Background: an optimization exercise with open tools, aiming at small area. Do not read the settings as production practice.
Function was checked by simulation only, so behaviour that the tests miss may differ from the original.
No activity file was given, so power comes from the tool's default toggle rates.

<file path="flow/run.sh">
#!/bin/bash
# synth_recipe.tcl (not shown) runs the flow's synth.tcl, then flattens the netlist and writes it again
# the make line also repeats each setting of config.mk as NAME=value (left out here)
make -C /OpenROAD-flow-scripts/flow DESIGN_CONFIG=/design/flow/config.mk WORK_HOME=/design/flow/orfs CLKGATE_MAP_FILE= SYNTH_SCRIPT=/design/flow/synth_recipe.tcl finish
</file>
<file path="flow/config.mk">
export PLATFORM = sky130hd
export DESIGN_NAME = btb_predictor
export DESIGN_NICKNAME = btb_predictor
export VERILOG_FILES = /design/flow/design.v
export SDC_FILE = /design/flow/constraint.sdc
export NUM_CORES = 4
export LEC_CHECK = 0
export CAP_MARGIN = 20
export CORE_MARGIN = 2
export CORE_UTILIZATION = 50
export CTS_BUF_LIST = sky130_fd_sc_hd__clkbuf_16
export CTS_CLUSTER_DIAMETER = 60
export CTS_CLUSTER_SIZE = 30
export PLACE_DENSITY = 0.65
export SETUP_SLACK_MARGIN = 0
export SLEW_MARGIN = 20
export SYNTH_HIERARCHICAL = 1
export SYNTH_MINIMUM_KEEP_SIZE = 0
</file>
<file path="flow/constraint.sdc">
create_clock -name core_clock -period 10.0 [get_ports {clk}]
set_input_delay 2.0000 -clock core_clock [delete_from_list [all_inputs] [get_ports {clk}]]
set_output_delay 2.0000 -clock core_clock [all_outputs]
set_load 0.01 [all_outputs]
</file>
<file path="flow/design.v">
package bp_pkg;
    localparam int BP_ADDR_W   = 16;
    localparam int BP_IDX_W    = 6;
    localparam int BP_TAG_W    = 4;
    localparam int BP_CTR_W    = 2;
    localparam int BP_INFLIGHT = 4;
    localparam logic [BP_CTR_W-1:0] BP_CTR_THR = BP_CTR_W'(1) << (BP_CTR_W - 1);
    function automatic logic [BP_CTR_W-1:0] ctr_inc(input logic [BP_CTR_W-1:0] c);
        ctr_inc = (c == '1) ? c : c + BP_CTR_W'(1);
    endfunction
    function automatic logic [BP_CTR_W-1:0] ctr_dec(input logic [BP_CTR_W-1:0] c);
        ctr_dec = (c == '0) ? c : c - BP_CTR_W'(1);
    endfunction
endpackage
module btb_predictor (
    input  logic        clk,
    input  logic        reset_n,
    input  logic        lk_valid,
    input  logic [15:0] lk_pc,
    output logic        lk_ready,
    output logic        pred_taken,
    output logic [15:0] pred_target,
    input  logic        rs_valid,
    input  logic        rs_taken,
    input  logic [15:0] rs_target,
    output logic        mispredict,
    output logic        mp_target,
    output logic [15:0] redirect_pc,
    output logic        rs_orphan
);
    localparam int ENTRIES = 64;
    localparam int DEPTH   = 4;
    logic [ENTRIES-1:0] tbl_ctr1;                  
    logic [ENTRIES-1:0] tbl_tgt0;                  
    logic [ENTRIES-1:0] tbl_ctr0;                  
    logic [3:0]         tbl_tag    [0:ENTRIES-1];
    logic [15:1]        tbl_target [0:ENTRIES-1];
    logic [15:0] q_pc    [0:DEPTH-1];
    logic        q_pt    [0:DEPTH-1];
    logic [15:0] q_ptgt  [0:DEPTH-1];
    logic        q_hit   [0:DEPTH-1];    
    logic        q_ctr0  [0:DEPTH-1];    
    logic [2:0]  wr_ptr, rd_ptr;
    logic q_empty, q_full;
    assign q_empty = (wr_ptr == rd_ptr);
    assign q_full  = (wr_ptr[1:0] == rd_ptr[1:0]) & (wr_ptr[2] != rd_ptr[2]);
    logic [15:0] h_pc, h_ptgt;
    logic        h_pt, h_hit;
    logic [1:0]  h_ctr;
    assign h_pc   = q_pc[rd_ptr[1:0]];
    assign h_pt   = q_pt[rd_ptr[1:0]];
    assign h_ptgt = q_ptgt[rd_ptr[1:0]];
    assign h_hit  = q_hit[rd_ptr[1:0]];
    assign h_ctr  = {h_pt, q_ctr0[rd_ptr[1:0]]};
    logic fire, tgt_wrong, mispredict_i, ctr_we, tgt_we, t0_we, t0_new;
    logic [1:0] ctr_new;
    assign fire         = rs_valid & ~q_empty;
    assign tgt_wrong    = h_pt & rs_taken & (h_ptgt != rs_target);
    assign mispredict_i = fire & ((h_pt != rs_taken) | tgt_wrong);
    assign tgt_we       = fire & rs_taken;
    assign ctr_we       = fire & (rs_taken | h_hit);
    assign ctr_new      = rs_taken ? (h_hit ? bp_pkg::ctr_inc(h_ctr) : bp_pkg::BP_CTR_THR)
                                   : bp_pkg::ctr_dec(h_ctr);
    assign t0_we        = fire & (rs_taken | (h_hit & ~ctr_new[1]));
    assign t0_new       = ctr_new[1] & rs_target[0];
    assign mispredict  = mispredict_i;
    assign mp_target   = fire & tgt_wrong;
    assign redirect_pc = !fire ? '0 : (rs_taken ? rs_target : h_pc);
    assign rs_orphan   = rs_valid & q_empty;
    logic [7:0] whi_n, wlo_t_n, wlo_c_n, wlo_f_n;
    logic [ENTRIES-1:0] we_t, we_c;
    bp_dec3n u_whi  (.a(h_pc[5:3]), .y_n(whi_n));
    bp_dec3n_en u_wlo (.a(h_pc[2:0]), .en({t0_we, ctr_we, tgt_we}),
                       .y_n({wlo_f_n, wlo_c_n, wlo_t_n}));
    for (genvar i = 0; i < ENTRIES; i++) begin : g_we
        bp_nor2 u_t (.a(wlo_t_n[i%8]), .b(whi_n[i/8]), .y(we_t[i]));
        bp_nor2 u_c (.a(wlo_c_n[i%8]), .b(whi_n[i/8]), .y(we_c[i]));
    end
    logic        lk_hit, lk_push, pred_taken_i, rd_valid;
    logic [3:0]  rd_tag;
    logic [1:0]  lk_ctr;
    logic [15:0] lk_tgt;
    logic [7:0] rhi_n, rlo_n;
    logic [ENTRIES-1:0] lk_sel;
    bp_dec3n u_rhi (.a(lk_pc[5:3]), .y_n(rhi_n));
    bp_dec3n u_rlo (.a(lk_pc[2:0]), .y_n(rlo_n));
    for (genvar i = 0; i < ENTRIES; i++) begin : g_sel
        bp_nor2 u_s (.a(rlo_n[i%8]), .b(rhi_n[i/8]), .y(lk_sel[i]));
    end
    for (genvar b = 0; b < 22; b++) begin : g_rd
        logic [ENTRIES-1:0] col;
        for (genvar i = 0; i < ENTRIES; i++) begin : g_col
            if (b < 4)       assign col[i] = tbl_tag[i][b];
            else if (b == 4) assign col[i] = tbl_ctr0[i];
            else if (b == 5) assign col[i] = tbl_ctr1[i];
            else if (b == 6) assign col[i] = tbl_tgt0[i];
            else             assign col[i] = tbl_target[i][b-6];
        end
        logic q;
        bp_rd_bit u_rd (.sel(lk_sel), .d(col), .q(q));
        if (b < 4)       assign rd_tag[b] = q;
        else if (b == 4) assign lk_ctr[0] = q;
        else if (b == 5) assign lk_ctr[1] = q;
        else             assign lk_tgt[b-6] = q;
    end
    assign rd_valid     = lk_ctr[1] | ~lk_tgt[0];
    assign lk_hit       = rd_valid & (rd_tag == lk_pc[9:6]);
    assign lk_push      = lk_valid & ~q_full & ~mispredict_i;
    assign pred_taken_i = lk_push & lk_hit & lk_ctr[1];
    assign lk_ready    = ~q_full;
    assign pred_taken  = pred_taken_i;
    assign pred_target = pred_taken_i ? lk_tgt : '0;
    logic       lk_same;
    logic       lk_ctr0_n;
    assign lk_same   = (lk_pc[5:0] == h_pc[5:0]);
    assign lk_ctr0_n = (ctr_we & lk_same) ? ctr_new[0] : lk_ctr[0];
    always_ff @(posedge clk or negedge reset_n) begin
        if (!reset_n) begin
            wr_ptr <= '0;
            rd_ptr <= '0;
        end else if (mispredict_i) begin
            wr_ptr <= '0;
            rd_ptr <= '0;
        end else begin
            if (lk_push) wr_ptr <= wr_ptr + 3'd1;
            if (fire)    rd_ptr <= rd_ptr + 3'd1;
        end
    end
    logic [ENTRIES-1:0] ctr1_d, tgt0_d;
    for (genvar i = 0; i < ENTRIES; i++) begin : g_rst
        bp_hold u_c1 (.q(tbl_ctr1[i]), .d(ctr_new[1]), .lo_n(wlo_c_n[i%8]), .hi_n(whi_n[i/8]),
                      .y(ctr1_d[i]));
        bp_hold u_t0 (.q(tbl_tgt0[i]), .d(t0_new),     .lo_n(wlo_f_n[i%8]), .hi_n(whi_n[i/8]),
                      .y(tgt0_d[i]));
    end
    always_ff @(posedge clk or negedge reset_n) begin
        if (!reset_n) begin
            tbl_ctr1 <= '0;
            tbl_tgt0 <= '1;
        end else begin
            tbl_ctr1 <= ctr1_d;
            tbl_tgt0 <= tgt0_d;
        end
    end
    for (genvar i = 0; i < ENTRIES; i++) begin : g_tbl
        always_ff @(posedge clk) begin
            if (we_t[i]) begin
                tbl_target[i] <= rs_target[15:1];
                tbl_tag[i]    <= h_pc[9:6];
            end
            if (we_c[i]) tbl_ctr0[i] <= ctr_new[0];
        end
    end
    for (genvar j = 0; j < DEPTH; j++) begin : g_q
        logic push_j, same_j;
        assign push_j = lk_push & (wr_ptr[1:0] == 2'(j));
        assign same_j = (q_pc[j][5:0] == h_pc[5:0]);
        always_ff @(posedge clk) begin
            if (push_j) begin
                q_pc[j]   <= lk_pc;
                q_pt[j]   <= pred_taken_i;
                q_ptgt[j] <= lk_tgt;
                q_hit[j]  <= lk_hit;
                q_ctr0[j] <= lk_ctr0_n;
            end else if (ctr_we & same_j) begin
                q_ctr0[j] <= ctr_new[0];
            end
        end
    end
endmodule
module bp_rd_bit (
    input  logic [63:0] sel,
    input  logic [63:0] d,
    output logic        q
);
    logic [21:0] t;
    for (genvar k = 0; k < 21; k++) begin : g_grp
        bp_aoi222 u (.a0(sel[3*k]),   .b0(d[3*k]),
                     .a1(sel[3*k+1]), .b1(d[3*k+1]),
                     .a2(sel[3*k+2]), .b2(d[3*k+2]), .y(t[k]));
    end
    bp_nand2 u_last (.a(sel[63]), .b(d[63]), .y(t[21]));
    bp_nand22 u_or (.a(t), .y(q));
endmodule
module bp_dec3n (
    input  logic [2:0] a,
    output logic [7:0] y_n
);
    logic [2:0] a_n;
    for (genvar b = 0; b < 3; b++) begin : g_inv
        bp_inv u (.a(a[b]), .y(a_n[b]));
    end
    for (genvar k = 0; k < 8; k++) begin : g_dec
        bp_nand3 u (.a(k[0] ? a[0] : a_n[0]), .b(k[1] ? a[1] : a_n[1]),
                    .c(k[2] ? a[2] : a_n[2]), .y(y_n[k]));
    end
endmodule
module bp_dec3n_en (
    input  logic [2:0]  a,
    input  logic [2:0]  en,
    output logic [23:0] y_n
);
    logic [2:0] a_n;
    for (genvar b = 0; b < 3; b++) begin : g_inv
        bp_inv u (.a(a[b]), .y(a_n[b]));
    end
    for (genvar e = 0; e < 3; e++) begin : g_en
        for (genvar k = 0; k < 8; k++) begin : g_dec
            bp_nand4 u (.a(k[0] ? a[0] : a_n[0]), .b(k[1] ? a[1] : a_n[1]),
                        .c(k[2] ? a[2] : a_n[2]), .d(en[e]), .y(y_n[8*e+k]));
        end
    end
endmodule
module bp_hold (
    input  logic q, d, lo_n, hi_n,
    output logic y
);
    assign y = (lo_n | hi_n) ? q : d;
endmodule
module bp_inv (
    input  logic a,
    output logic y
);
    assign y = ~a;
endmodule
module bp_nand3 (
    input  logic a, b, c,
    output logic y
);
    assign y = ~(a & b & c);
endmodule
module bp_nand4 (
    input  logic a, b, c, d,
    output logic y
);
    assign y = ~(a & b & c & d);
endmodule
module bp_aoi222 (
    input  logic a0, b0, a1, b1, a2, b2,
    output logic y
);
    assign y = ~((a0 & b0) | (a1 & b1) | (a2 & b2));
endmodule
module bp_nand2 (
    input  logic a, b,
    output logic y
);
    assign y = ~(a & b);
endmodule
module bp_nor2 (
    input  logic a, b,
    output logic y
);
    assign y = ~(a | b);
endmodule
module bp_nand22 (
    input  logic [21:0] a,
    output logic        y
);
    assign y = ~&a;
endmodule
</file>
==> metrics.yaml, run 1 <==
power_and_ir_drop:
  peakVddDrop_v: 0.000257
  powerDensity_nw_per_um2: 238
  power.static_leakage_nw: 20.7
global_route:
  grt_pass1_wl_mm: 233
  grt_pass1_vias: 33000
  grt-ovfl-total: 0
  antenna_found_initial: 7
  grt_use_total_pct: 27.4
  grt_start_max_net_pins: 73
timing:
  hold_slack_ns: 0.492
  slew_headroom_pct: 23.5
  tightest_slew_ns: 1.14
  drv_slew: 0
  hold_violations: 0
  skew_ns: 0.0412
  setup_tns_ns: 0
  post-route-period-util_pct: 96.4
  timing.fmax_mhz: 104
  period_minus_slack_ns: 9.64
  rsz0062_at_grt: "false"
  setup_viol_count_final: 0
floorplan:
  initial_core_util_pct: 50.6
  die_y_microns: 342
  ios: 74
  die-area_sq_um: 117000
  die_w_microns: 342
  design.core.area_sq_um: 113000
  rows: 123
drt:
  postRouteAntennaNets: 0
  wl_mm: 161
  viasPerCell: 6.86
  vias: 34100
  wl_per_cell_microns: 32.5
  drt_iter0_markers: 6847
  dr.pass1.iters: 11
  drc: 0
critical_path:
  reg2reg_slack_ns: 5.01
  worstSetupEndpointType: "output pin"
  required_ns: 8.00
  path_class: "input pin to output pin"
  path_max_fanout: 22
  cp.arrival_ns: 7.64
  cp-start-kind: "input pin"
clock_network:
  ctsHtreeMaxLevel: 3
  cts_sinks: 1554
  cts_max_path_buffers: 3
  clock_latency_ns: 0.73
  cts-root-buf: "clkbuf_16"
  cts_buffers: 102
  cts_hold_buffers: 0
  path_clk_slew_ns: 0.07
  post-cts-setup-buffers: 0
  cts.repair.resized: 0
  cts_tree: "done"
final_layout:
  area_delta_synth_final_pct: 14.0
  drive_gt1_share_pct: 15.1
  mostFrequentLayoutCell: "edfxtp_1"
  fin_area_sq_um: 65100
  nets: 3428
  final_cell_mix: "1420 x edfxtp_1, 493 x a222oi_1, 324 x nor2_1"
  nFillCells: 8287
placed_design:
  finalWeightedCongestion: 0.978
  place_area_sq_um: 61100
  hpwl_mm: 102
  portBuffers: 73
status:
  status: "complete, no violations"
yosys:
  async_flop_share_pct: 8.62
  syn_avg_cell_area_sq_um: 18.7
  synth-main-ff-cell: "edfxtp_1"
  ys_ff_latch: 1554
  ys_seq_area_share_pct: 80.7
  yosysWarnings: 14
  syn_inst: 3059
  netlist_area_sq_um: 57100
  synth_fp_nets: 3105
  synth_edf_count: 1420
  ys_types: 42
hold_path:
  hp-class: "flip-flop to flip-flop"
run:
  maxCapViolations: 0
path summary, 6_finish.rpt:
| path | start | endpoint | depth (start not counted) |
|---|---|---|---|
| worst max-delay path | lk_pc[0] | pred_target[0] | 18 |
| worst min-delay path | tbl_ctr1[19] | tbl_ctr1[19] | 1 |
| worst max register to register | rd_ptr[0] | tbl_tgt0[24] | 12 |
| worst min register to register | tbl_ctr1[19] | tbl_ctr1[19] | 1 |
| max in group asynchronous | reset_n | tbl_ctr1[47] | 2 |
| min in group asynchronous | reset_n | tbl_ctr1[20] | 1 |
Yosys cell counts, types with 6 or more instances:
library cell  instances  area (sq um)
a21o_1                6          45.0
a21oi_1              34           170
a222oi_1            493          4930
and4_1               22           193
buf_2                10          50.1
clkbuf_1             14          52.6
dfrtp_1              70          1750
dfstp_2              64          1680
edfxtp_1           1420         42600
ha_1                  9           113
inv_1                40           150
mux2_1              128          1440
mux2i_1              15           150
nand2_1              33           124
nand3_1              29           145
nand4_1             141           882
nor2_1              386          1450
nor2b_1              18           113
nor4_1               23           144
o21ai_1               7          35.0
xnor2_1              38           333
xor2_1               13           114
Yosys stat by module, one instance, submodules excluded, excerpt:
module | flip-flops and latches | cells | copies in the design
bp_aoi222 | 0 | 1 | 462
bp_hold | 0 | 2 | 128
bp_inv | 0 | 1 | 12
bp_nand2 | 0 | 1 | 22
bp_nand22 | 0 | 7 | 22
bp_nand3 | 0 | 1 | 24
bp_nand4 | 0 | 1 | 24
bp_nor2 | 0 | 1 | 192
btb_predictor | 1554 | 1913 | 1
power by group:
part | switching, mW | internal [mW] | leakage (nW)
combinational | 2.03 | 0.670 | 4.51
clock | 2.50 | 2.17 | 1.82
sequential | 0.171 | 7.95 | 14.4
total | 4.71 | 10.8 | 20.7
area by class of cell:
| cell class | count | area (sq um) | share of cell area [%] |
|---|---|---|---|
| diodes | 3 | 7.51 | 0.0115 |
| clock buffers | 105 | 2630 | 4.04 |
| clock inverters | 86 | 1140 | 1.76 |
| inverters | 42 | 158 | 0.242 |
| multi-input cells | 1432 | 11100 | 17.1 |
| flip-flops and latches | 1554 | 46100 | 70.8 |
| well taps | 1500 | 1880 | 2.89 |
| repair buffers | 250 | 2050 | 3.15 |
metrics by stage:
| step | cells | power [mW] | setup slack (ns) | util (%) |
|---|---|---|---|---|
| after floorplan | 3059 | 9.66 | 3.12 | - |
| after global placement | 4765 | 10.8 | 0.770 | 54.0 |
| after global routing | 4969 | 16.0 | 0.284 | 57.7 |
| after detailed placement | 4769 | 10.9 | 0.636 | 54.1 |
| final | 4972 | 15.5 | 0.358 | 57.7 |
| after CTS | 4960 | 15.5 | 0.612 | 57.5 |
registers in the layout, indices dropped and copies added, names as in the netlist:
register    cells
q_ctr0          4
q_hit           4
q_pc           64
q_pt            4
q_ptgt         64
rd_ptr          3
tbl_ctr0       64
tbl_ctr1       64
tbl_tag       256
tbl_target    960
tbl_tgt0       64
wr_ptr          3
worst max-delay path, stage by stage:
cell,delay (ns)
clkdlybuf4s50_1,0.86
inv_1,0.20
nand3_1,0.36
buf_4,0.22
nor2_1,0.05
buf_4,0.24
a222oi_1,0.41
nand4_1,0.39
nor4_1,0.79
nand4_1,0.22
xor2_1,0.19
nor4_1,0.26
buf_4,0.19
and3_1,0.17
o211ai_2,0.10
buf_4,0.23
nor2_1,0.15
clkdlybuf4s50_1,0.56
routing by layer:
metal	part of all wire, %	wire length [microns]	GRT usage [%]
met1	38	61400	38.1
met2	47	75200	42.4
met3	11	18200	6.04
met4	4.1	6590	10.8
met5	0.022	36	0
logic make-up (layout without fill, tap and decap cells):
family                     count (synthesis)  after routing  share of synthesized area, %
xor gates and xnor gates                  51             51                         0.783
muxes                                    143            143                          2.79
AOI/OAI and AO/OA                        567            567                          9.45
DFF                                     1554           1554                          80.7
and+or+nand+nor                          662            662                          5.48
buffers and inverters                     73            483                         0.555
other                                      0              3                             0
adders and majority gates                  9              9                         0.197
==> run 2, diff against run 1 <==
--- a/flow/config.mk
+++ b/flow/config.mk
@@ -9,7 +9,7 @@
 export CORE_MARGIN = 2
 export CORE_UTILIZATION = 50
-export CTS_BUF_LIST = sky130_fd_sc_hd__clkbuf_16
-export CTS_CLUSTER_DIAMETER = 60
-export CTS_CLUSTER_SIZE = 30
+export CTS_BUF_LIST = sky130_fd_sc_hd__clkbuf_8 sky130_fd_sc_hd__clkbuf_16
+export CTS_CLUSTER_DIAMETER = 50
+export CTS_CLUSTER_SIZE = 20
 export PLACE_DENSITY = 0.65
 export SETUP_SLACK_MARGIN = 0
==> run 2 against run 1 <==
Net effect: clock power increased by about 10%; flip-flop and latch count unchanged; combinational power about the same; still clean on timing, DRC and antenna; worst hold slack got worse by 0.0038 ns; via count increased by 0.24%; worst setup slack improved by 0.079 ns; routed wire length increased by 0.29%; power increased by 3.1%; design area increased by 0.88%.
==> metrics.yaml, run 2 <==
status:
  status: "complete, no violations"
final_layout:
  mostFrequentLayoutCell: "edfxtp_1"
  nFillCells: 8240  # -0.57%
  largestRegisters: "tbl_target x960, tbl_tag x256"
  drive_gt1_share_pct: 15.8  # +0.70 points
  instances_no_fill: 5012  # +0.80%
  largest_register_ffs: 960  # unchanged
  top_register: "tbl_target"
  nets: 3456  # +0.82%
  area_delta_synth_final_pct: 15.0
  final_cell_mix: "1420 x edfxtp_1, 493 x a222oi_1, 324 x nor2_1"
yosys:
  yosysMostFrequentCell: "edfxtp_1"
  yosysWarnings: 14  # unchanged
  synth_fp_nets: 3105  # unchanged
  synth_edf_count: 1420  # unchanged
  ys_ff_latch: 1554  # unchanged
  synth-main-ff-cell: "edfxtp_1"
  yosys.area.top_type_share_pct: 74.7  # unchanged
  netlist_area_sq_um: 57100  # unchanged
  syn_inst: 3059  # unchanged
  ys_top_cells_by_area: "edfxtp_1 75%, a222oi_1 8.6%, dfrtp_1 3.1%"
  ys_seq_area_share_pct: 80.7  # unchanged
  async_flop_share_pct: 8.62  # unchanged
  ys_types: 42  # unchanged
  ys_top_cells_by_count: "1420 x edfxtp_1, 493 x a222oi_1, 386 x nor2_1, 141 x nand4_1, 128 x mux2_1"
  syn_avg_cell_area_sq_um: 18.7  # unchanged
  synth_largest_area_cell: "edfxtp_1"
drt:
  wl_met1_mm: 60.9  # -0.75%
  vias: 34200  # +0.24%
  wl_met2_mm: 75.1  # about the same
  dr.pass1.iters: 10  # -1
  top_layer: "met5"
  wl_mm: 162  # +0.29%
  postRouteAntennaNets: 0  # unchanged
  wl_per_cell_microns: 32.3  # -0.51%
  viasPerCell: 6.82  # -0.56%
  wl_met3_mm: 19.5  # +7.0%
  drt_iter0_markers: 7066  # +3.2%
  drc: 0  # unchanged
critical_path:
  reg2regPathDepth: 12  # unchanged
  cp-start-kind: "input pin"
  worstSetupEndpointType: "output pin"
  cp_common_cell: "buf_4"
  required_ns: 8.00  # about the same
  cp-startpoint: "lk_pc[0]"
  crit_family: "buffers and inverters"
  path_max_fanout: 22  # unchanged
  r2r_start: "rd_ptr[0]"
  reg2reg_slack_ns: 5.07  # +0.06 ns
  path_class: "input pin to output pin"
  reg2reg_to: "tbl_tgt0[24]"
  crit_buf_inv: 7  # unchanged
  cp_cell_sequence: "clkdlybuf4s50_1, inv_1, nand3_1, buf_4, nor2_1, buf_4, a222oi_1, nand4_1, nor4_1, nand4_1, xor2_1, nor4_1, buf_4, and3_1, o211ai_2, buf_4, nor2_1, clkdlybuf4s50_1"
  cp_slowest_cell: "nor4_1"
  cpPeakStageDelay_ns: 0.85  # about the same
  cp.arrival_ns: 7.56  # -0.08 ns
floorplan:
  die_w_microns: 342  # unchanged
  die-area_sq_um: 117000  # unchanged
  initial_core_util_pct: 50.6  # unchanged
  rows: 123  # unchanged
  design.core.area_sq_um: 113000  # unchanged
  ios: 74  # unchanged
  die_y_microns: 342  # unchanged
placed_design:
  finalWeightedCongestion: 0.978  # unchanged
  place_ws_ns: 0.636  # unchanged
  portBuffers: 73  # unchanged
  dp_cells: 4769  # unchanged
  hpwl_mm: 102  # unchanged
clock_network:
  cts_buffers: 131  # +28%
  cts_sinks: 1554  # unchanged
  clock_latency_ns: 0.75  # +0.02 ns
  ctsHtreeMaxLevel: 4  # +1
  cts_max_path_buffers: 3  # unchanged
  cts_hold_buffers: 0  # unchanged
  path_clk_slew_ns: 0.06  # about the same
  cts-root-buf: "clkbuf_16"
  cts_tree: "done"
  post-cts-setup-buffers: 0  # unchanged
  cts.repair.resized: 0  # unchanged
timing:
  setup_viol_count_final: 0  # unchanged
  period_minus_slack_ns: 9.56  # -0.0792 ns
  tightest_slew_ns: 1.18  # +0.0390 ns
  drv_slew: 0  # unchanged
  setup_ws_ns: 0.437  # +0.0792 ns
  timing.fmax_mhz: 105  # +0.83%
  post-route-period-util_pct: 95.6  # -0.79 points
  hold_slack_ns: 0.488  # -0.00381 ns
  rsz0062_at_grt: "false"
  hold_violations: 0  # unchanged
  skew_ns: 0.0375  # -0.00371 ns
  setup_tns_ns: 0  # unchanged
  slew_headroom_pct: 21.4  # -2.1 points
global_route:
  antenna_found_initial: 9  # +2
  grt-ovfl-total: 0  # unchanged
  grt_pass1_vias: 33300  # +0.96%
  grt_pass1_wl_mm: 233  # +0.26%
  grt_use_total_pct: 27.5  # +0.13 points
  grt_start_max_net_pins: 73  # unchanged
hold_path:
  whs_endpoint: "tbl_ctr1[13]"
  hp-class: "flip-flop to flip-flop"
  min_from: "tbl_ctr1[13]"
  hold_depth: 1  # unchanged
power_and_ir_drop:
  peakVddDrop_v: 0.000286  # +11%
  powerDensity_nw_per_um2: 244  # +2.2%
  power.total_mw: 16.0  # +3.1%
  power.static_leakage_nw: 21.1  # +1.8%
run:
  maxCapViolations: 0  # unchanged
==> run 2: logic make-up (layout without fill, tap and decap cells) <==
group	count (synthesis)	in the layout	share of synthesized area (%)
flip-flops	1554	1554	80.7
AND/OR/NAND/NOR	662	662	5.48
AO/OA/AOI/OAI	567	567	9.45
multiplexers	143	143	2.79
buffers and inverters	73	525	0.555
XOR/XNOR	51	51	0.783
adder cells (fa/ha/maj)	9	9	0.197
other	0	1	0
==> run 2: final cells by class <==
type | count | area [sq um] | share of cell area [%]
diodes | 1 | 2.50 | 0.00381
clock buffers | 137 | 3420 | 5.21
clock inverters | 97 | 948 | 1.45
inverters | 42 | 158 | 0.240
multi-input cells | 1432 | 11100 | 16.9
flip-flops and latches | 1554 | 46100 | 70.2
well taps | 1500 | 1880 | 2.86
repair buffers | 249 | 2030 | 3.09
==> run 2: worst max path at each step <==
stage | end | slack, ns | depth (start not counted)
after floorplan | pred_target[10] | 3.12 | 13
after global placement | pred_target[10] | 0.77 | 18
after detailed placement | pred_target[0] | 0.64 | 17
after CTS | pred_target[0] | 0.61 | 18
after global routing | pred_target[2] | 0.27 | 17
final | pred_target[0] | 0.44 | 18
==> run 2: per-layer routing <==
metal  vias up  global-route usage [%]
met5         -                       0
met4         4                    10.5
met3       303                    6.43
met2      2264                    42.7
met1     17500                    38.1
li1      14100                       -
==> run 2: where the power goes <==
part           total, mW  leakage [nW]  internal, mW  switching [mW]
Combinational       2.70          4.50         0.669            2.03
Sequential          8.13          14.4          7.96           0.172
Clock               5.16          2.19          2.73            2.43
Total               16.0          21.1          11.4            4.63
==> run 2: per-module statistics from Yosys, one instance, submodules excluded, a selection <==
| module | cells | cell area [sq um] | flops+latches |
|---|---|---|---|
| btb_predictor | 1913 | 48400 | 1554 |
| bp_nand4 | 1 | 6.26 | 0 |
| bp_hold | 2 | 15.0 | 0 |
| bp_nand22 | 7 | 46.3 | 0 |
| bp_nand2 | 1 | 3.75 | 0 |
| bp_nand3 | 1 | 5.00 | 0 |
| bp_aoi222 | 1 | 10.0 | 0 |
| bp_nor2 | 1 | 3.75 | 0 |
| bp_inv | 1 | 3.75 | 0 |
==> run 2: worst reg2reg max path, stage by stage, from the launching register on <==
cell	delay, ns
dfrtp_1	0.43
inv_1	0.13
ha_1	0.61
buf_4	0.43
a222oi_1	0.16
a21oi_1	0.43
nor2_1	0.08
nor2_1	0.11
buf_4	0.23
a21boi_0	0.78
nand4_1	0.81
nor2_1	0.33
mux2_1	0.34
==> run 2: metrics by stage <==
stage               utilization [%]  cell area, sq um
floorplan                         -             57100
global placement               54.0             60900
detailed placement             54.1             61100
CTS                            58.0             65400
global route                   58.2             65600
finish                         58.2             65600
==> run 3, diff against run 2 <==
--- a/flow/config.mk
+++ b/flow/config.mk
@@ -9,7 +9,7 @@
 export CORE_MARGIN = 2
 export CORE_UTILIZATION = 50
-export CTS_BUF_LIST = sky130_fd_sc_hd__clkbuf_8 sky130_fd_sc_hd__clkbuf_16
-export CTS_CLUSTER_DIAMETER = 50
-export CTS_CLUSTER_SIZE = 20
+export CTS_BUF_LIST = sky130_fd_sc_hd__clkbuf_8
+export CTS_CLUSTER_DIAMETER = 120
+export CTS_CLUSTER_SIZE = 15
 export PLACE_DENSITY = 0.65
 export SETUP_SLACK_MARGIN = 0
==> run 3 against run 2 <==
Net effect: still clean; die area stayed put; final cell count shrank 0.80%; flip-flop and latch count did not move; critical path depth unchanged.
==> metrics.yaml, run 3 <==
status:
  status: "complete, no violations"
clock_network:
  ctsHtreeMaxLevel: 3  # -1
  post-cts-setup-buffers: 0  # unchanged
  cts_tree: "done"
  cts_sinks: 1554  # unchanged
  cts-root-buf: "clkbuf_8"
  cts_buffers: 113  # -14%
  cts.repair.resized: 0  # unchanged
  path_clk_slew_ns: 0.10  # +0.04 ns
  cts_hold_buffers: 0  # unchanged
  clock_latency_ns: 0.83  # +0.08 ns
  cts_max_path_buffers: 3  # unchanged
drt:
  postRouteAntennaNets: 0  # unchanged
  wl_per_cell_microns: 32.4  # +0.40%
  drt_iter0_markers: 6756  # -4.4%
  viasPerCell: 6.85  # +0.44%
  wl_mm: 161  # -0.40%
  dr.pass1.iters: 9  # -1
  drc: 0  # unchanged
  vias: 34100  # -0.36%
timing:
  setup_ws_ns: 0.348  # -0.0895 ns
  drv_slew: 0  # unchanged
  rsz0062_at_grt: "false"
  period_minus_slack_ns: 9.65  # +0.0895 ns
  hold_violations: 0  # unchanged
  setup_tns_ns: 0  # unchanged
  tightest_slew_ns: 1.18  # +0.00290 ns
  skew_ns: 0.0488  # +0.0112 ns
  slew_headroom_pct: 20.7  # -0.68 points
  timing.fmax_mhz: 104  # -0.93%
  post-route-period-util_pct: 96.5  # +0.89 points
  setup_viol_count_final: 0  # unchanged
yosys:
  async_flop_share_pct: 8.62  # unchanged
  ys_ff_latch: 1554  # unchanged
  yosysMostFrequentCell: "edfxtp_1"
  ys_types: 42  # unchanged
  synth_largest_area_cell: "edfxtp_1"
  synth-main-ff-cell: "edfxtp_1"
  ys_seq_area_share_pct: 80.7  # unchanged
  syn_inst: 3059  # unchanged
  synth_edf_count: 1420  # unchanged
  synth_fp_nets: 3105  # unchanged
  netlist_area_sq_um: 57100  # unchanged
  ys_top_cells_by_count: "1420 x edfxtp_1, 493 x a222oi_1, 386 x nor2_1, 141 x nand4_1, 128 x mux2_1"
  ys_top_cells_by_area: "edfxtp_1 75%, a222oi_1 8.6%, dfrtp_1 3.1%"
  syn_avg_cell_area_sq_um: 18.7  # unchanged
  yosys.area.top_type_share_pct: 74.7  # unchanged
  yosysWarnings: 14  # unchanged
global_route:
  antenna_found_initial: 10  # +1
  grt_pass1_wl_mm: 232  # -0.54%
  grt_pass1_vias: 33000  # -0.78%
  grt_start_max_net_pins: 73  # unchanged
  grt_use_total_pct: 27.3  # -0.17 points
  grt-ovfl-total: 0  # unchanged
power_and_ir_drop:
  peakVddDrop_v: 0.000236  # -18%
  power.total_mw: 13.8  # -13%
  power.internal_mw: 9.68  # -15%
  p_switching_mw: 4.16  # -10%
  p_comb_share_pct: 19.5  # +2.6 points
  pwr-share-seq_pct: 58.7  # +7.9 points
  pwr-share-clk_pct: 21.9  # -10 points
  power.static_leakage_nw: 20.1  # -4.6%
  switching_share_pct: 30.1  # +1.1 points
  powerDensity_nw_per_um2: 219  # -10%
critical_path:
  cp_slowest_cell: "clkdlybuf4s50_1"
  cp_common_cell: "buf_4"
  cp_cell_sequence: "clkdlybuf4s50_1, inv_1, nand3_1, buf_4, nor2_1, buf_4, a222oi_1, nand4_1, nor4_1, nand4_1, xor2_1, nor4_1, buf_4, and3_1, o211ai_2, buf_4, nor2_1, clkdlybuf4s50_1"
  path_class: "input pin to output pin"
  worstSetupEndpointType: "output pin"
  cpPeakStageDelay_ns: 0.84  # about the same
  required_ns: 8.00  # about the same
  crit_buf_inv: 7  # unchanged
  crit_family: "buffers and inverters"
  path_max_fanout: 22  # unchanged
  cp-start-kind: "input pin"
  cp.arrival_ns: 7.65  # +0.09 ns
floorplan:
  initial_core_util_pct: 50.6  # unchanged
  die-area_sq_um: 117000  # unchanged
  ios: 74  # unchanged
  rows: 123  # unchanged
  design.core.area_sq_um: 113000  # unchanged
  die_w_microns: 342  # unchanged
  die_y_microns: 342  # unchanged
placed_design:
  hpwl_mm: 102  # unchanged
  dp_cells: 4769  # unchanged
  place_ws_ns: 0.636  # unchanged
  finalWeightedCongestion: 0.978  # unchanged
  portBuffers: 73  # unchanged
  place_area_sq_um: 61100  # unchanged
hold_path:
  hp-class: "flip-flop to flip-flop"
final_layout:
  largestRegisters: "tbl_target x960, tbl_tag x256"
  top_register: "tbl_target"
  largest_register_ffs: 960  # unchanged
  drive_gt1_share_pct: 13.1  # -2.6 points
  area_delta_synth_final_pct: 10.7
  nets: 3435  # -0.61%
  fin_area_sq_um: 63100  # -3.8%
  final_cell_mix: "1420 x edfxtp_1, 493 x a222oi_1, 324 x nor2_1"
  instances_no_fill: 4972  # -0.80%
  mostFrequentLayoutCell: "edfxtp_1"
run:
  maxCapViolations: 0  # unchanged
[run 3: cell counts after synthesis]
No cell type changed its count.
[run 3: power by group through the flow]
stage          logic (mW)  clock network (mW)  registers [mW]
2_1_floorplan        1.44                   0            8.22
3_5_place_dp         2.64                   0            8.26
5_1_grt              2.86                3.31            8.16
3_3_place_gp         2.52                   0            8.24
6_report             2.69                3.03            8.12
4_1_cts              2.64                3.08            8.12
[run 3: area by class of cell]
type	count	area, sq um
fillers	8530	49700
diodes	2	5.00
well taps	1500	1880
repair buffers	246	2000
clock inverters	83	368
flip-flops and latches	1554	46100
clock buffers	113	1560
multi-input cells	1432	11100
inverters	42	158
[run 3: path summary, 6_finish.rpt]
path	cells past startpoint	slack (ns)	end	startpoint
max	18	0.35	pred_target[0]	lk_pc[0]
min	1	0.50	tbl_ctr1[13]	tbl_ctr1[13]
max reg2reg	12	5.00	tbl_tgt0[24]	rd_ptr[0]
min reg2reg	1	0.50	tbl_ctr1[13]	tbl_ctr1[13]
max in group asynchronous	2	7.37	tbl_ctr1[45]	reset_n
min in group asynchronous	1	1.18	tbl_ctr1[35]	reset_n
[run 3: cells by family (layout without fill, tap and decap cells)]
family          Yosys count  count (layout)  share of synthesized area, %
xor+xnor                 51              51                         0.783
compound gates          567             567                          9.45
flops                  1554            1554                          80.7
mux                     143             143                          2.79
simple gates            662             662                          5.48
fa+ha+maj                 9               9                         0.197
other cells               0               2                             0
buf+inv                  73             484                         0.555
[run 3: per-module statistics from Yosys (local to each module, per instance), excerpt]
| module | copies in the design | cells | cell area [sq um] |
|---|---|---|---|
| bp_nor2 | 192 | 1 | 3.75 |
| bp_nand2 | 22 | 1 | 3.75 |
| bp_nand22 | 22 | 7 | 46.3 |
| bp_aoi222 | 462 | 1 | 10.0 |
| btb_predictor | 1 | 1913 | 48400 |
| bp_nand3 | 24 | 1 | 5.00 |
| bp_nand4 | 24 | 1 | 6.26 |
| bp_hold | 128 | 2 | 15.0 |
| bp_inv | 12 | 1 | 3.75 |
[run 3: routing by layer]
metal	GRT usage, %	routed length, microns	vias up
li1	-	-	14000
met1	38.3	61500	17500
met2	42.3	74400	2267
met3	5.87	18400	293
met4	10.7	6910	2
met5	0	9	-
[run 3: through the flow]
step                hold slack (ns)  util (%)
CTS                           0.500      55.8
global placement              0.468      54.0
floorplan                     0.457         -
global route                  0.517      56.0
finish                        0.499      56.0
detailed placement            0.476      54.1
==> run 4, diff against run 3 <==
==> flow/flow/run.sh (new file) <==
#!/bin/bash
# Layout flow: the standard flow (standard.sh) for every step, with two changes:
#  * clock tree synthesis without dummy loads, clkbuf_8 leaf buffers, clusters of 15 sinks;
#  * port buffers use sky130_fd_sc_hd__buf_1 (every input and output port still gets one).
# The whole output of the flow goes to flow_standard.log in the work folder; ORFS's own
# per-step logs are under orfs/logs/.
set -euo pipefail
CTS="-sink_clustering_enable -repair_clock_nets -dont_use_dummy_load"
CTS="$CTS -buf_list sky130_fd_sc_hd__clkbuf_8 -sink_clustering_size 15 -sink_clustering_max_diameter 120"
bash standard.sh "CTS_ARGS=$CTS" "BUFFER_PORTS_ARGS=-buffer_cell sky130_fd_sc_hd__buf_1" finish \
    > flow_standard.log 2>&1
==> flow/standard.sh (new file) <==
#!/bin/bash
# synth_recipe.tcl (not shown) runs the flow's synth.tcl, then flattens the netlist and writes it again
# the make line also repeats each setting of config.mk as NAME=value (left out here)
make -C /OpenROAD-flow-scripts/flow DESIGN_CONFIG=/design/flow/config.mk WORK_HOME=/design/flow/orfs CLKGATE_MAP_FILE= SYNTH_SCRIPT=/design/flow/synth_recipe.tcl "${@:-finish}"
removed: flow/run.sh
==> run 4 against run 3 <==
Net effect: global-route usage up 1.6 points; register-to-register slack worse by 0.31 ns; synthesized area unchanged.
==> metrics.yaml, run 4 <==
status:
  status: "complete, no violations"
critical_path:
  required_ns: 8.00  # about the same
  r2r_start: "rd_ptr[0]"
  path_class: "input pin to output pin"
  reg2reg_slack_ns: 4.69  # -0.31 ns
  worstSetupEndpointType: "output pin"
  cp_slowest_cell: "nor4_1"
  cp.arrival_ns: 7.16  # -0.49 ns
  crit_family: "simple AND/OR/NAND/NOR gates"
  path_max_fanout: 22  # unchanged
  cp-start-kind: "input pin"
  crit_buf_inv: 4  # -3
  cp-startpoint: "lk_pc[2]"
  crit_cells: 15  # -3
  reg2regPathDepth: 11  # -1
  cpPeakStageDelay_ns: 0.88  # +0.04 ns
  reg2reg_to: "tbl_tgt0[8]"
  crit_path_end: "pred_target[6]"
  cp_cell_sequence: "buf_1, inv_1, nand3_1, nor2_2, a222oi_1, nand4_1, nor4_1, nand4_1, xor2_1, nor4_1, buf_4, and3_1, o211ai_2, nor2_1, buf_1"
timing:
  setup_tns_ns: 0  # unchanged
  hold_violations: 0  # unchanged
  slew_headroom_pct: 20.7  # +0.059 points
  setup_viol_count_final: 0  # unchanged
  setup_ws_ns: 0.836  # +0.488 ns
  timing.fmax_mhz: 109  # +5.3%
  period_minus_slack_ns: 9.16  # -0.488 ns
  post-route-period-util_pct: 91.6  # -4.9 points
  tightest_slew_ns: 1.19  # +0.00871 ns
  rsz0062_at_grt: "false"
  drv_slew: 0  # unchanged
  skew_ns: 0.0734  # +0.0246 ns
clock_network:
  cts_tree: "done"
  cts_buffers: 113  # unchanged
  post-cts-setup-buffers: 0  # unchanged
  cts-root-buf: "clkbuf_8"
  path_clk_slew_ns: 0.10  # about the same
  ctsHtreeMaxLevel: 3  # unchanged
  cts_hold_buffers: 0  # unchanged
  cts.repair.resized: 0  # unchanged
  cts_max_path_buffers: 3  # unchanged
  cts_sinks: 1554  # unchanged
  clock_latency_ns: 0.82  # about the same
final_layout:
  final_cell_mix: "1420 x edfxtp_1, 493 x a222oi_1, 316 x nor2_1"
  post-route-util_pct: 55.3  # -0.66 points
  nets: 3446  # +0.32%
  top_register: "tbl_target"
  largest_register_ffs: 960  # unchanged
  nFillCells: 8631  # +1.2%
  mostFrequentLayoutCell: "edfxtp_1"
  largestRegisters: "tbl_target x960, tbl_tag x256"
  area_delta_synth_final_pct: 9.36
  drive_gt1_share_pct: 13.5  # +0.40 points
placed_design:
  portBuffers: 73  # unchanged
  hpwl_mm: 107  # +4.9%
  finalWeightedCongestion: 0.958  # -2.1%
  place_ws_ns: 1.18  # +0.541 ns
yosys:
  yosysMostFrequentCell: "edfxtp_1"
  ys_top_cells_by_area: "edfxtp_1 75%, a222oi_1 8.6%, dfrtp_1 3.1%"
  async_flop_share_pct: 8.62  # unchanged
  syn_avg_cell_area_sq_um: 18.7  # unchanged
  yosysWarnings: 14  # unchanged
  synth_fp_nets: 3105  # unchanged
  ys_seq_area_share_pct: 80.7  # unchanged
  synth-main-ff-cell: "edfxtp_1"
  ys_types: 42  # unchanged
  yosys.area.top_type_share_pct: 74.7  # unchanged
  ys_ff_latch: 1554  # unchanged
  syn_inst: 3059  # unchanged
  synth_edf_count: 1420  # unchanged
  ys_top_cells_by_count: "1420 x edfxtp_1, 493 x a222oi_1, 386 x nor2_1, 141 x nand4_1, 128 x mux2_1"
  netlist_area_sq_um: 57100  # unchanged
  synth_largest_area_cell: "edfxtp_1"
global_route:
  grt-ovfl-total: 0  # unchanged
  grt_use_total_pct: 28.9  # +1.6 points
  grt_start_max_net_pins: 73  # unchanged
  grt_pass1_wl_mm: 240  # +3.5%
  grt_pass1_vias: 33200  # +0.47%
  antenna_found_initial: 6  # -4
floorplan:
  ios: 74  # unchanged
  die_w_microns: 342  # unchanged
  design.core.area_sq_um: 113000  # unchanged
  rows: 123  # unchanged
  die-area_sq_um: 117000  # unchanged
  initial_core_util_pct: 50.6  # unchanged
  die_y_microns: 342  # unchanged
power_and_ir_drop:
  power.static_leakage_nw: 19.6  # -2.6%
  powerDensity_nw_per_um2: 221  # +0.83%
  peakVddDrop_v: 0.000222  # -5.8%
drt:
  drc: 0  # unchanged
  wl_per_cell_microns: 34.7  # +7.1%
  wl_mm: 170  # +5.6%
  viasPerCell: 6.97  # +1.7%
  vias: 34200  # +0.28%
  dr.pass1.iters: 9  # unchanged
  drt_iter0_markers: 7248  # +7.3%
  postRouteAntennaNets: 0  # unchanged
hold_path:
  hp-class: "flip-flop to flip-flop"
run:
  maxCapViolations: 0  # unchanged
-- run 4: layer usage --
layer  global-route usage (%)  wire length, microns  share of wire (%)  vias to the layer above
li1                         -                     -                  -                    13900
met1                     41.0                 64100                 38                    17600
met2                     43.3                 76900                 45                     2343
met3                     6.03                 20700                 12                      313
met4                     13.4                  8580                5.0                        2
met5                        0                    11             0.0065                        -
-- run 4: layout make-up --
type                            instances  area (sq um)  area share [%]
Antenna cell                            2          5.00         0.00802
Clock buffer                          113          1560            2.49
Inverter                               42           158           0.253
Multi-Input combinational cell       1432         11000            17.6
Sequential cell                      1554         46100            73.8
Tap cell                             1500          1880            3.01
Timing Repair Buffer                  257          1740            2.79
-- run 4: kinds of logic (layout without fill, tap and decap cells) --
family	count (synthesis)	after routing	synth area share, %
other cells	0	2	0
compound gates	567	567	9.45
fa+ha+maj	9	9	0.197
simple gates	662	662	5.48
flops	1554	1554	80.7
buf+inv	73	412	0.555
xor+xnor	51	51	0.783
mux	143	143	2.79
-- run 4: worst min path at each step --
stage / from / end / slack (ns) / depth (start not counted)
2_1_floorplan: tbl_ctr1[0] / tbl_ctr1[0] / 0.46 / 1
3_3_place_gp: tbl_ctr1[24] / tbl_ctr1[24] / 0.47 / 1
3_5_place_dp: tbl_ctr1[53] / tbl_ctr1[53] / 0.47 / 1
4_1_cts: tbl_ctr1[7] / tbl_ctr1[7] / 0.50 / 1
5_1_grt: tbl_ctr1[26] / tbl_ctr1[26] / 0.51 / 1
6_report: tbl_ctr1[53] / tbl_ctr1[53] / 0.50 / 1
-- run 4: worst register-to-register path: stages (launching register included) --
cell,delay [ns]
dfrtp_1,0.44
ha_1,0.72
buf_4,0.41
a222oi_1,0.18
a21oi_1,0.48
nor2_1,0.09
nor2_1,0.11
buf_4,0.23
a21boi_0,0.80
nand4_1,1.03
nor2_1,0.42
mux2_1,0.37
-- run 4: per-stage QoR --
stage / area (sq um) / total power [mW] / hold WS, ns / std cells
floorplan: 57100 / 9.66 / 0.457 / 3059
global placement: 60600 / 10.8 / 0.466 / 4775
detailed placement: 60600 / 11.0 / 0.475 / 4776
CTS: 62200 / 13.7 / 0.497 / 4889
global route: 62400 / 14.2 / 0.511 / 4900
finish: 62400 / 13.8 / 0.497 / 4900
-- run 4: power by group --
part	internal, mW	total (mW)	switching, mW
Combinational	0.637	2.79	2.15
Sequential	7.95	8.13	0.173
Clock	1.01	2.89	1.88
-- run 4: per-module statistics from Yosys, one instance, submodules excluded, a selection --
module / flops+latches / area (sq um) / times used
bp_nand4: 0 / 6.26 / 24
bp_nand22: 0 / 46.3 / 22
bp_inv: 0 / 3.75 / 12
bp_aoi222: 0 / 10.0 / 462
bp_nor2: 0 / 3.75 / 192
bp_nand3: 0 / 5.00 / 24
bp_nand2: 0 / 3.75 / 22
btb_predictor: 1554 / 48400 / 1
bp_hold: 0 / 15.0 / 128
==> run 5, diff against run 4 <==
--- a/flow/design.v
+++ b/flow/design.v
@@ -53,5 +53,5 @@
     assign h_hit  = q_hit[rd_ptr[1:0]];
     assign h_ctr  = {h_pt, q_ctr0[rd_ptr[1:0]]};
-    logic fire, tgt_wrong, mispredict_i, ctr_we, tgt_we, t0_we, t0_new;
+    logic fire, tgt_wrong, mispredict_i, ctr_we, tgt_we, t0_new;
     logic [1:0] ctr_new;
     assign fire         = rs_valid & ~q_empty;
@@ -62,18 +62,15 @@
     assign ctr_new      = rs_taken ? (h_hit ? bp_pkg::ctr_inc(h_ctr) : bp_pkg::BP_CTR_THR)
                                    : bp_pkg::ctr_dec(h_ctr);
-    assign t0_we        = fire & (rs_taken | (h_hit & ~ctr_new[1]));
-    assign t0_new       = ctr_new[1] & rs_target[0];
+    assign t0_new       = ctr_new[1] & (rs_taken ? rs_target[0] : h_ptgt[0]);
     assign mispredict  = mispredict_i;
     assign mp_target   = fire & tgt_wrong;
     assign redirect_pc = !fire ? '0 : (rs_taken ? rs_target : h_pc);
     assign rs_orphan   = rs_valid & q_empty;
-    logic [7:0] whi_n, wlo_t_n, wlo_c_n, wlo_f_n;
+    logic [7:0] whi_n, wlo_t_n, wlo_c_n;
     logic [ENTRIES-1:0] we_t, we_c;
     bp_dec3n u_whi  (.a(h_pc[5:3]), .y_n(whi_n));
-    bp_dec3n_en u_wlo (.a(h_pc[2:0]), .en({t0_we, ctr_we, tgt_we}),
-                       .y_n({wlo_f_n, wlo_c_n, wlo_t_n}));
+    bp_dec3n_en u_wlo (.a(h_pc[2:0]), .en({ctr_we, tgt_we}), .y_n({wlo_c_n, wlo_t_n}));
     for (genvar i = 0; i < ENTRIES; i++) begin : g_we
         bp_nor2 u_t (.a(wlo_t_n[i%8]), .b(whi_n[i/8]), .y(we_t[i]));
-        bp_nor2 u_c (.a(wlo_c_n[i%8]), .b(whi_n[i/8]), .y(we_c[i]));
     end
     logic        lk_hit, lk_push, pred_taken_i, rd_valid;
@@ -129,8 +126,7 @@
     logic [ENTRIES-1:0] ctr1_d, tgt0_d;
     for (genvar i = 0; i < ENTRIES; i++) begin : g_rst
-        bp_hold u_c1 (.q(tbl_ctr1[i]), .d(ctr_new[1]), .lo_n(wlo_c_n[i%8]), .hi_n(whi_n[i/8]),
-                      .y(ctr1_d[i]));
-        bp_hold u_t0 (.q(tbl_tgt0[i]), .d(t0_new),     .lo_n(wlo_f_n[i%8]), .hi_n(whi_n[i/8]),
-                      .y(tgt0_d[i]));
+        bp_hold2 u_h (.lo_n(wlo_c_n[i%8]), .hi_n(whi_n[i/8]),
+                      .q0(tbl_ctr1[i]), .d0(ctr_new[1]), .q1(tbl_tgt0[i]), .d1(t0_new),
+                      .y0(ctr1_d[i]), .y1(tgt0_d[i]), .sel(we_c[i]));
     end
     always_ff @(posedge clk or negedge reset_n) begin
@@ -198,6 +194,6 @@
 module bp_dec3n_en (
     input  logic [2:0]  a,
-    input  logic [2:0]  en,
-    output logic [23:0] y_n
+    input  logic [1:0]  en,
+    output logic [15:0] y_n
 );
     logic [2:0] a_n;
@@ -205,5 +201,5 @@
         bp_inv u (.a(a[b]), .y(a_n[b]));
     end
-    for (genvar e = 0; e < 3; e++) begin : g_en
+    for (genvar e = 0; e < 2; e++) begin : g_en
         for (genvar k = 0; k < 8; k++) begin : g_dec
             bp_nand4 u (.a(k[0] ? a[0] : a_n[0]), .b(k[1] ? a[1] : a_n[1]),
@@ -212,9 +208,11 @@
     end
 endmodule
-module bp_hold (
-    input  logic q, d, lo_n, hi_n,
-    output logic y
-);
-    assign y = (lo_n | hi_n) ? q : d;
+module bp_hold2 (
+    input  logic lo_n, hi_n, q0, d0, q1, d1,
+    output logic y0, y1, sel
+);
+    assign sel = ~(lo_n | hi_n);
+    assign y0  = sel ? d0 : q0;
+    assign y1  = sel ? d1 : q1;
 endmodule
 module bp_inv (
==> run 5 against run 4 <==
Net effect: still clean on timing, DRC and antenna; clock skew is 0.055 ns higher; design area is 0.54% lower; sequential power about the same; critical path type unchanged; critical endpoint is now pred_target[1]; highest routed layer is now met4.
==> metrics.yaml, run 5 <==
floorplan:
  die_y_microns: 341  # -0.16%
  die-area_sq_um: 116000  # -0.32%
  initial_core_util_pct: 50.5  # -0.096 points
  die_w_microns: 341  # -0.16%
  ios: 74  # unchanged
  rows: 123  # unchanged
  design.core.area_sq_um: 113000  # -0.14%
placed_design:
  finalWeightedCongestion: 0.938  # -2.1%
  portBuffers: 73  # unchanged
  hpwl_mm: 105  # -2.5%
critical_path:
  path_class: "input pin to output pin"
  cp-start-kind: "input pin"
  cp.arrival_ns: 7.15  # about the same
  crit_family: "simple AND/OR/NAND/NOR gates"
  required_ns: 8.00  # about the same
  reg2reg_slack_ns: 4.96  # +0.27 ns
  cp_common_cell: "buf_4"
  reg2regPathDepth: 9  # -2
  cp_cell_sequence: "buf_1, inv_1, nand3_1, nor2_1, buf_4, a222oi_1, nand4_1, nor4_1, nand4_1, xor2_1, nor4_1, buf_4, nand2_1, buf_4, nor4b_1, buf_1"
  cp_slowest_cell: "nor4_1"
  worstSetupEndpointType: "output pin"
  crit_cells: 16  # +1
  cpPeakStageDelay_ns: 0.80  # -0.08 ns
  path_max_fanout: 22  # unchanged
  crit_buf_inv: 6  # +2
yosys:
  syn_inst: 2929  # -4.2%
  ys_top_cells_by_count: "1420 x edfxtp_1, 492 x a222oi_1, 174 x nor2_1, 133 x nand4_1, 130 x mux2_2"
  netlist_area_sq_um: 56900  # -0.33%
  synth_edf_count: 1420  # unchanged
  yosys.area.top_type_share_pct: 75.0  # +0.24 points
  syn_avg_cell_area_sq_um: 19.4  # +4.1%
  yosysMostFrequentCell: "edfxtp_1"
  synth_fp_nets: 2975  # -4.2%
  synth-main-ff-cell: "edfxtp_1"
  yosysWarnings: 14  # unchanged
  async_flop_share_pct: 8.62  # unchanged
  ys_ff_latch: 1554  # unchanged
  ys_types: 45  # +7.1%
  synth_largest_area_cell: "edfxtp_1"
  ys_seq_area_share_pct: 81.0  # +0.26 points
  ys_top_cells_by_area: "edfxtp_1 75%, a222oi_1 8.7%, dfrtp_1 3.1%"
drt:
  dr.pass1.iters: 10  # +1
  viasPerCell: 6.99  # +0.23%
  drc: 0  # unchanged
  vias: 33200  # -2.7%
  drt_iter0_markers: 6611  # -8.8%
  postRouteAntennaNets: 0  # unchanged
  wl_mm: 163  # -4.3%
  wl_per_cell_microns: 34.2  # -1.5%
timing:
  timing.fmax_mhz: 109  # +0.19%
  setup_viol_count_final: 0  # unchanged
  rsz0062_at_grt: "false"
  slew_headroom_pct: 7.25  # -13 points
  period_minus_slack_ns: 9.15  # -0.0171 ns
  post-route-period-util_pct: 91.5  # -0.17 points
  skew_ns: 0.129  # +0.0554 ns
  setup_tns_ns: 0  # unchanged
  drv_slew: 0  # unchanged
  tightest_slew_ns: 1.38  # +0.191 ns
  hold_violations: 0  # unchanged
hold_path:
  hold_depth: 1  # unchanged
  hp-class: "flip-flop to flip-flop"
final_layout:
  top_register: "tbl_target"
  post-route-util_pct: 55.1  # -0.22 points
  mostFrequentLayoutCell: "edfxtp_1"
  largest_register_ffs: 960  # unchanged
  largestRegisters: "tbl_target x960, tbl_tag x256"
  final_cell_mix: "1420 x edfxtp_1, 492 x a222oi_1, 163 x buf_4"
  nets: 3302  # -4.2%
  area_delta_synth_final_pct: 9.13
  drive_gt1_share_pct: 19.9  # +6.3 points
clock_network:
  clock_latency_ns: 0.84  # +0.02 ns
  ctsHtreeMaxLevel: 3  # unchanged
  cts_hold_buffers: 0  # unchanged
  post-cts-setup-buffers: 0  # unchanged
  cts.repair.resized: 0  # unchanged
  cts-root-buf: "clkbuf_8"
  path_clk_slew_ns: 0.08  # -0.02 ns
  cts_buffers: 114  # +0.88%
  cts_tree: "done"
  cts_max_path_buffers: 3  # unchanged
  cts_sinks: 1554  # unchanged
run:
  maxCapViolations: 0  # unchanged
power_and_ir_drop:
  power.static_leakage_nw: 19.2  # -1.9%
  peakVddDrop_v: 0.000207  # -6.7%
  powerDensity_nw_per_um2: 220  # -0.48%
global_route:
  grt_pass1_wl_mm: 230  # -4.3%
  antenna_found_initial: 4  # -2
  grt_start_max_net_pins: 67  # -8.2%
  grt_pass1_vias: 32300  # -2.7%
  grt-ovfl-total: 0  # unchanged
  grt_use_total_pct: 27.5  # -1.4 points
status:
  status: "complete, no violations"
## run 5: cell count changes after synthesis, moves of 8 or more
cell / change
nor2_1: -212
mux2_2: +130
mux2_1: -128
nor2_2: +64
nand2_1: +16
nor4b_2: +9
nand4_1: -8
## run 5: final timing paths
path	endpoint	startpoint
min in group asynchronous	tbl_ctr1[42]	reset_n
worst min register to register	tbl_ctr1[7]	tbl_ctr1[7]
worst max register to register	tbl_target[63][8]	rd_ptr[0]
worst max-delay path	pred_target[1]	lk_pc[0]
worst min-delay path	tbl_ctr1[7]	tbl_ctr1[7]
max in group asynchronous	tbl_ctr1[36]	reset_n
## run 5: layout make-up
class	count	area, sq um
fillers	8616	50600
flip-flops and latches	1554	46100
multi-input cells	1310	10800
well taps	1500	1880
repair buffers	243	1610
clock buffers	114	1570
inverters	33	124
diodes	4	10.0
## run 5: kinds of logic after synthesis
logic type / Yosys count / synth area share [%]
flip-flops: 1554 / 81.0
multiplexers: 144 / 2.82
XOR/XNOR: 53 / 0.816
AO/OA/AOI/OAI: 565 / 9.45
AND/OR/NAND/NOR: 539 / 5.23
buffers and inverters: 65 / 0.477
adder cells (fa/ha/maj): 9 / 0.198
## run 5: through the flow
stage	area (sq um)	hold WS [ns]	total power, mW	instances	setup slack, ns
2_1_floorplan	56900	0.480	9.67	2929	2.75
3_3_place_gp	60400	0.489	10.7	4633	1.22
3_5_place_dp	60400	0.495	10.9	4637	1.01
4_1_cts	62000	0.515	13.6	4751	1.01
5_1_grt	62100	0.529	14.1	4755	0.741
6_report	62100	0.518	13.7	4758	0.853
## run 5: modules after synthesis (local to each module, per instance), excerpt
| module | cells | cell area [sq um] | flops+latches | copies in the design |
|---|---|---|---|---|
| btb_predictor | 1919 | 48600 | 1554 | 1 |
| bp_nand22 | 7 | 46.3 | 0 | 22 |
| bp_hold2 | 3 | 28.8 | 0 | 64 |
| bp_aoi222 | 1 | 10.0 | 0 | 462 |
| bp_nand4 | 1 | 6.26 | 0 | 16 |
| bp_nand3 | 1 | 5.00 | 0 | 24 |
| bp_inv | 1 | 3.75 | 0 | 12 |
| bp_nand2 | 1 | 3.75 | 0 | 22 |
| bp_nor2 | 1 | 3.75 | 0 | 128 |
## run 5: layer usage
metal  part of all wire [%]  track usage [%]  vias up  routed length (microns)
met5                      0                0        -                        0
met4                    4.7             11.8        0                     7730
met3                     11             4.74      318                    17800
met2                     47             43.7     2246                    76200
met1                     38             38.0    17200                    61200
li1                       -                -    13500                        -
## run 5: where the power goes
part	internal [mW]	switching, mW	leakage [nW]	total (mW)
clock	1.01	1.86	0.820	2.88
combinational	0.661	1.97	4.01	2.63
sequential	7.97	0.183	14.4	8.15
## run 5: worst register-to-register path: cells and delay by family, from the launching register on
kind | cells | cell delay (ns)
simple gates | 2 | 1.34
buf+inv | 4 | 1.36
compound gates | 2 | 0.80
fa+ha+maj | 1 | 0.73
flops | 1 | 0.46
==> run 6, diff against run 5 <==
--- a/flow/config.mk
+++ b/flow/config.mk
@@ -8,9 +8,9 @@
 export CAP_MARGIN = 20
 export CORE_MARGIN = 2
-export CORE_UTILIZATION = 50
+export CORE_UTILIZATION = 62
 export CTS_BUF_LIST = sky130_fd_sc_hd__clkbuf_8
 export CTS_CLUSTER_DIAMETER = 120
 export CTS_CLUSTER_SIZE = 15
-export PLACE_DENSITY = 0.65
+export PLACE_DENSITY = 0.75
 export SETUP_SLACK_MARGIN = 0
 export SLEW_MARGIN = 20
==> run 6 against run 5 <==
Net effect: critical path depth shrank 1; non-clock buffer count shrank 8; critical endpoint is now pred_target[15]; largest cell class unchanged; die area shrank 19%; clock power shrank 1%; worst hold slack lost 0.0026 ns; via count grew 0.19%.
==> metrics.yaml, run 6 <==
status:
  status: "complete, no violations"
final_layout:
  post-route-util_pct: 67.5  # +12 points
  seq_area_sq_um: 46100  # unchanged
  area_delta_synth_final_pct: 8.26
  mostFrequentLayoutCell: "edfxtp_1"
  nets: 3293  # -0.27%
  largest_register_ffs: 960  # unchanged
  final_cell_mix: "1420 x edfxtp_1, 492 x a222oi_1, 157 x buf_4"
  fin_area_sq_um: 61600  # -0.80%
  largestRegisters: "tbl_target x960, tbl_tag x256"
  drive_gt1_share_pct: 19.5  # -0.41 points
  nFillCells: 5842  # -32%
  top_register: "tbl_target"
  multi_input_area_sq_um: 10800  # about the same
timing:
  skew_ns: 0.0518  # -0.0770 ns
  drv_slew: 0  # unchanged
  timing.fmax_mhz: 108  # -1.6%
  hold_violations: 0  # unchanged
  setup_viol_count_final: 0  # unchanged
  rsz0062_at_grt: "false"
  period_minus_slack_ns: 9.30  # +0.153 ns
  tightest_slew_ns: 1.24  # -0.140 ns
  post-route-period-util_pct: 93.0  # +1.5 points
  setup_tns_ns: 0  # unchanged
  slew_headroom_pct: 17.3  # +10 points
drt:
  wl_mm: 156  # -4.0%
  wl_per_cell_microns: 35.3  # +3.0%
  vias: 33300  # +0.19%
  drc: 0  # unchanged
  postRouteAntennaNets: 0  # unchanged
  dr.pass1.iters: 9  # -1
  drt_iter0_markers: 7013  # +6.1%
  viasPerCell: 7.51  # +7.5%
clock_network:
  cts_sinks: 1554  # unchanged
  path_clk_slew_ns: 0.09  # about the same
  cts-root-buf: "clkbuf_8"
  ctsHtreeMaxLevel: 3  # unchanged
  cts_tree: "done"
  cts_hold_buffers: 0  # unchanged
  post-cts-setup-buffers: 0  # unchanged
  cts.repair.resized: 0  # unchanged
  cts_max_path_buffers: 3  # unchanged
  cts_buffers: 113  # -0.88%
  clock_latency_ns: 0.83  # about the same
yosys:
  ys_seq_area_share_pct: 81.0  # unchanged
  syn_avg_cell_area_sq_um: 19.4  # unchanged
  synth_largest_area_cell: "edfxtp_1"
  synth_edf_count: 1420  # unchanged
  ys_ff_latch: 1554  # unchanged
  synth-main-ff-cell: "edfxtp_1"
  yosysMostFrequentCell: "edfxtp_1"
  ys_top_cells_by_area: "edfxtp_1 75%, a222oi_1 8.7%, dfrtp_1 3.1%"
  yosysWarnings: 14  # unchanged
  async_flop_share_pct: 8.62  # unchanged
  ys_types: 45  # unchanged
  yosys.area.top_type_share_pct: 75.0  # unchanged
  netlist_area_sq_um: 56900  # unchanged
  ys_top_cells_by_count: "1420 x edfxtp_1, 492 x a222oi_1, 174 x nor2_1, 133 x nand4_1, 130 x mux2_2"
  syn_inst: 2929  # unchanged
  synth_fp_nets: 2975  # unchanged
power_and_ir_drop:
  powerDensity_nw_per_um2: 220  # about the same
  peakVddDrop_v: 0.000174  # -16%
  power.static_leakage_nw: 19.2  # -0.18%
global_route:
  grt_start_max_net_pins: 79  # +18%
  antenna_found_initial: 4  # unchanged
  grt-ovfl-total: 0  # unchanged
  grt_pass1_wl_mm: 222  # -3.2%
  grt_use_total_pct: 33.1  # +5.5 points
  grt_pass1_vias: 32000  # -0.74%
floorplan:
  initial_core_util_pct: 62.3  # +12 points
  rows: 111  # -9.8%
  die_y_microns: 307  # -10%
  die_w_microns: 307  # -10%
  design.core.area_sq_um: 91200  # -19%
  die-area_sq_um: 94200  # -19%
  ios: 74  # unchanged
critical_path:
  crit_buf_inv: 5  # -1
  cp-start-kind: "input pin"
  cp.arrival_ns: 7.30  # +0.15 ns
  crit_family: "simple AND/OR/NAND/NOR gates"
  path_class: "input pin to output pin"
  path_max_fanout: 22  # unchanged
  cpPeakStageDelay_ns: 0.77  # -0.03 ns
  worstSetupEndpointType: "output pin"
  cp_slowest_cell: "nor4_1"
  required_ns: 8.00  # about the same
  cp_cell_sequence: "buf_1, inv_1, nand3_1, nor2_1, buf_4, a222oi_1, nand4_1, nor4_1, nand4_1, xor2_1, nor4_1, buf_4, nand2_1, nor4b_1, buf_1"
placed_design:
  finalWeightedCongestion: 0.978  # +4.3%
  hpwl_mm: 98.5  # -5.8%
  place_area_sq_um: 59900  # -0.83%
  portBuffers: 73  # unchanged
hold_path:
  hp-class: "flip-flop to flip-flop"
run:
  maxCapViolations: 0  # unchanged
==> run 6: area by class of cell <==
class	instances	area share, %
Antenna cell	2	0.00813
Clock buffer	113	2.53
Inverter	33	0.201
Multi-Input combinational cell	1310	17.5
Sequential cell	1554	74.8
Tap cell	1186	2.41
Timing Repair Buffer	235	2.50
==> run 6: path summary, 6_finish.rpt <==
kind                               from              end  slack [ns]  cells after the start
setup / recovery               lk_pc[3]  pred_target[15]        0.70                     15
setup reg to reg              rd_ptr[0]    q_ptgt[3][13]        4.79                     13
hold / removal             tbl_ctr1[19]     tbl_ctr1[19]        0.52                      1
hold reg to reg            tbl_ctr1[19]     tbl_ctr1[19]        0.52                      1
min in group asynchronous       reset_n     tbl_ctr1[34]        1.34                      1
max in group asynchronous       reset_n      tbl_ctr1[9]        7.31                      2
==> run 6: layer usage <==
metal | share of wire [%] | wire (microns) | track usage [%]
met1 | 36 | 56300 | 46.2
met2 | 46 | 71700 | 50.4
met3 | 13 | 20400 | 7.57
met4 | 5.1 | 7950 | 15.3
met5 | 0.019 | 30 | 0
==> run 6: report_power, final <==
part,internal (mW),leakage (nW),switching (mW)
clock,1.01,0.812,1.84
combinational,0.649,3.98,1.91
sequential,7.97,14.4,0.188
==> run 6: logic make-up after synthesis <==
kind of cell / Yosys count / share of synthesized area (%)
flip-flops: 1554 / 81.0
AO/OA/AOI/OAI: 565 / 9.45
AND/OR/NAND/NOR: 539 / 5.23
multiplexers: 144 / 2.82
buffers and inverters: 65 / 0.477
XOR/XNOR: 53 / 0.816
adder cells (fa/ha/maj): 9 / 0.198
==> run 6: metrics by stage <==
step	total power, mW	cells	setup slack, ns	hold WS [ns]
after CTS	13.5	4428	0.898	0.517
after floorplan	9.67	2929	2.75	0.480
after global placement	10.7	4315	1.18	0.489
final	13.6	4433	0.699	0.515
after global routing	14.0	4432	0.398	0.532
after detailed placement	10.8	4315	0.923	0.496
==> run 6: Yosys stat by module (local to each module, per instance), excerpt <==
module / copies in the design / cell area (sq um)
bp_nand3: 24 / 5.00
bp_nor2: 128 / 3.75
bp_nand4: 16 / 6.26
bp_nand22: 22 / 46.3
bp_aoi222: 462 / 10.0
bp_hold2: 64 / 28.8
btb_predictor: 1 / 48600
bp_inv: 12 / 3.75
bp_nand2: 22 / 3.75

-- afterwards: timing with drivers on the ports --
Ports are ideal in the flow. The routed layouts listed here were re-timed in OpenROAD.
Step 1 sets driving cells, clkbuf_16 on the clock port and buf_2 on the other inputs (assumed; they add their load-dependent delay and slew).
Step 2 adds t to the input delays and takes it off the output delays; t is the mean of the earliest and latest rising clock arrival at the registers after step 1. Input paths then give back, and output paths get back, about the clock's delay inside the block.
Three values: no drivers, after step 1, after step 2; two values: the first two.
run | t (ns) | setup WS [ns] | worst setup path after step 2
run 1 | 0.778 | 0.358 / 0.333 / 0.333 | input to output
run 2 | 0.800 | 0.437 / 0.412 / 0.412 | input to output
run 3 | 0.876 | 0.348 / 0.323 / 0.323 | input to output
run 4 | 0.854 | 0.836 / 0.807 / 0.807 | input to output
run 5 | 0.854 | 0.853 / 0.824 / 0.824 | input to output
run 6 | 0.855 | 0.699 / 0.618 / 0.618 | input to output
After both steps setup and hold are still met in every run listed. For run 6, which loses most, drivers alone change the setup slack by -0.081 ns; drivers and shift together by -0.081 ns.
